From an optimization exercise on the open Yosys and OpenROAD flow, aimed at small area, a short achievable clock period and few clock cycles per item; shortcuts taken in it are not production practice. Function was checked by simulation only, so behaviour that the tests miss may differ from the original. Power and IR drop assume default switching activity.

==> build 76 <==
## ring_history_peak_tracker_top
module ring_history_peak_tracker_top #(
  parameter int unsigned DEPTH = 128
) (
  input  logic                                clk,
  input  logic                                rst_n,
  input  logic                                in_valid,
  output logic                                in_ready,
  input  logic signed [rhpt_pkg::VAL_W-1:0]   in_sample_value,
  input  logic        [rhpt_pkg::TIME_W-1:0]  in_sample_time,
  output logic                                out_valid,
  input  logic                                out_ready,
  output logic signed [rhpt_pkg::VAL_W-1:0]   out_current_value,
  output logic                                out_peak_found,
  output logic        [rhpt_pkg::PEAK_W-1:0]  out_peak_value,
  output logic        [rhpt_pkg::TIME_W-1:0]  out_peak_age_seconds,
  output logic        [rhpt_pkg::HOURS_W-1:0] out_peak_age_hours_q8,
  output logic        [rhpt_pkg::HELD_W-1:0]  out_entries_held,
  output logic                                out_ring_full
);
clock: 10.0 ns
lec_check: 0
cap_margin: 20
core_margin: 2
core_utilization: 45
cts_cluster_diameter: 60
cts_cluster_size: 30
slew_margin: 20
synth_memory_max_bits: 8192
standard.sh (not shown) runs the stock make flow with config.mk's settings and CLKGATE_MAP_FILE= SYNTH_SCRIPT=/design/flow/synth_recipe.tcl, a recipe that flattens the netlist after the stock synthesis.
==> flow/flow/run.sh <==
#!/bin/bash
set -euo pipefail
bash standard.sh SETUP_SLACK_MARGIN=6.5 finish > flow_make.log 2>&1
==> trial 78 (differences from build 76) <==
--- a/flow/design.v
+++ b/flow/design.v
@@ -134,60 +134,46 @@
       wv    <= {wv[(DEPTH-1)*PW-1:0], in_val_r[PW-1:0]};
       wt    <= {wt[(DEPTH-1)*TW-1:0], in_time_r};
       wd    <= {wd[DEPTH-2:BL-1], wd[BL-2:0] | cmp_v, ~new_pos};
       wtd   <= {wtd[DEPTH-2:BL-1], wtd[BL-2:0] | cmp_t, 1'b0};
       cur_s_r <= in_val_r[VW-1];
     end
   end
-  logic [NT-1:0] cand_p, cand_t, above_p, above_t;
-  logic [NT-1:0] oh_p_r, oh_t_r;
-  logic          any_p_r, any_t_r;
+  logic [NT-1:0] cand_p, cand_t, above_p, above_t, oh_p, oh_t;
   logic [PW-1:0] sel_pv;
   logic [TW-1:0] sel_pt, sel_nt;
   logic [RW-1:0] tail_r;
   for (genvar j = 0; j < NT; j++) begin : g_tail
     logic in_win;
-    assign in_win    = (fill_r >= CW'(TB + j - 1)) &
-                       ((m_r == MW'(BL - 2)) | (push & (j >= 1)) | ({1'b0, m_r} + 1 < j));
-    assign cand_p[j] = in_win & ~wd[TB - 2 + j];
-    assign cand_t[j] = in_win & ~wtd[TB - 2 + j];
+    assign in_win    = (fill_r >= CW'(TB + j)) & (push | (m_r < MW'(j)));
+    assign cand_p[j] = in_win & ~wd[TB - 1 + j];
+    assign cand_t[j] = in_win & ~wtd[TB - 1 + j];
   end
   always_comb begin
     above_p[NT-1] = 1'b0;
     above_t[NT-1] = 1'b0;
     for (int j = NT - 2; j >= 0; j--) begin
       above_p[j] = above_p[j+1] | cand_p[j+1];
       above_t[j] = above_t[j+1] | cand_t[j+1];
     end
   end
-  always_ff @(posedge clk) begin
-    if (!rst_n) begin
-      oh_p_r  <= '0;
-      oh_t_r  <= '0;
-      any_p_r <= 1'b0;
-      any_t_r <= 1'b0;
-    end else if (go) begin
-      oh_p_r  <= cand_p & ~above_p;
-      oh_t_r  <= cand_t & ~above_t;
-      any_p_r <= |cand_p;
-      any_t_r <= |cand_t;
-    end
-  end
+  assign oh_p = cand_p & ~above_p;
+  assign oh_t = cand_t & ~above_t;
   always_comb begin
     sel_pv = '0;
     sel_pt = '0;
     sel_nt = '0;
     for (int j = 0; j < NT; j++) begin
-      sel_pv = sel_pv | (wv[(TB-1+j)*PW +: PW] & {PW{oh_p_r[j]}});
-      sel_pt = sel_pt | (wt[(TB-1+j)*TW +: TW] & {TW{oh_p_r[j]}});
-      sel_nt = sel_nt | (wt[(TB-1+j)*TW +: TW] & {TW{oh_t_r[j]}});
+      sel_pv = sel_pv | (wv[(TB-1+j)*PW +: PW] & {PW{oh_p[j]}});
+      sel_pt = sel_pt | (wt[(TB-1+j)*TW +: TW] & {TW{oh_p[j]}});
+      sel_nt = sel_nt | (wt[(TB-1+j)*TW +: TW] & {TW{oh_t[j]}});
     end
   end
   always_ff @(posedge clk) begin
-    if (go) tail_r <= {any_p_r, sel_pv, sel_pt, any_t_r, sel_nt};
+    if (go) tail_r <= {|cand_p, sel_pv, sel_pt, |cand_t, sel_nt};
   end
   logic          ef, qf, rf, etv, qtv, rtv;
   logic [PW-1:0] epv, qpv, rpv;
   logic [TW-1:0] ept, qpt, rpt, et, qt, rt;
   logic          g_qe, g_re, g_rq, t_qe, t_re, t_rq;
   logic          w_found;
   logic [PW-1:0] w_pv;
==> flow/flow/run.sh (replaced) <==
#!/bin/bash
set -euo pipefail
bash standard.sh SETUP_SLACK_MARGIN=6.1 finish > flow_make.log 2>&1
==> flow/config.mk (replaced) <==
export PLATFORM = sky130hd
export DESIGN_NAME = ring_history_peak_tracker_top
export DESIGN_NICKNAME = ring_history_peak_tracker_top
export VERILOG_FILES = /design/flow/design.v
export SDC_FILE = /design/flow/constraint.sdc
export NUM_CORES = 4
export LEC_CHECK = 0
export CAP_MARGIN = 20
export CORE_MARGIN = 2
export CORE_UTILIZATION = 55
export CTS_CLUSTER_DIAMETER = 60
export CTS_CLUSTER_SIZE = 30
export SLEW_MARGIN = 20
export SYNTH_MEMORY_MAX_BITS = 8192
==> qor summary <==
metric                                                                     build 76                 trial 78
Total internal power                                                       54.99 mW                 56.53 mW
Filler instances                                                             47,310                   33,860
Violation count after the first detailed-routing iteration                   15,010                   15,550
Peak supply drop                                                        0.0005170 V              0.0006782 V
Seq_cells                                                                     7,578                    7,548
First-pass GRT wire length                                               793,400 µm               825,200 µm
Post-CTS setup buffer count                                                     351                      211
Endpoint with the worst hold slack                               wt[3567]$_DFFE_PP_       wt[3207]$_DFFE_PP_
Routing usage on met3                                                        2.736%                   3.263%
Proportion of cell area occupied by multi-input gates                        14.41%                   14.47%
Headroom to the max-slew limit                                               21.24%                   28.41%
Layout multi-input combinational cell count                                   5,266                    5,331
Number of sinks handled by clock tree synthesis                               7,578                    7,548
Result of the run                                           complete, no violations  complete, no violations
Testbench counts of build 76, summed over its fixed seeds: cycles 2,608, items 2,560.
Testbench counts of trial 78, summed over its fixed seeds: cycles 2,608, items 2,560.

afterwards: timing with drivers on the ports:
The flow's constraints put no driver on any port. The routed layouts listed below were extracted and timed again, unchanged, in two steps.
Step 1, drivers: a clkbuf_16 drives clk and a buf_2 each remaining input, both assumed.
Step 2 moves the port delays by t, midway between the first and last clock arrival at a register: inputs arrive t later, outputs are due t later. That takes back most of the time a late clock gives input paths.
Three values: ideal, step 1, step 2; two values: the first two.
run	shift t [ns]	setup WS [ns]	worst setup path at the end	pins driven straight from the clock port
build 76	1.145	5.522 / 5.522 / 5.507	input to register	1
trial 78	1.161	5.815 / 5.815 / 4.985	input to register	1
After both steps every run listed still meets setup and hold. The setup slack of trial 78, which loses most, moves by 0.000 ns with the drivers and by -0.830 ns with both steps.
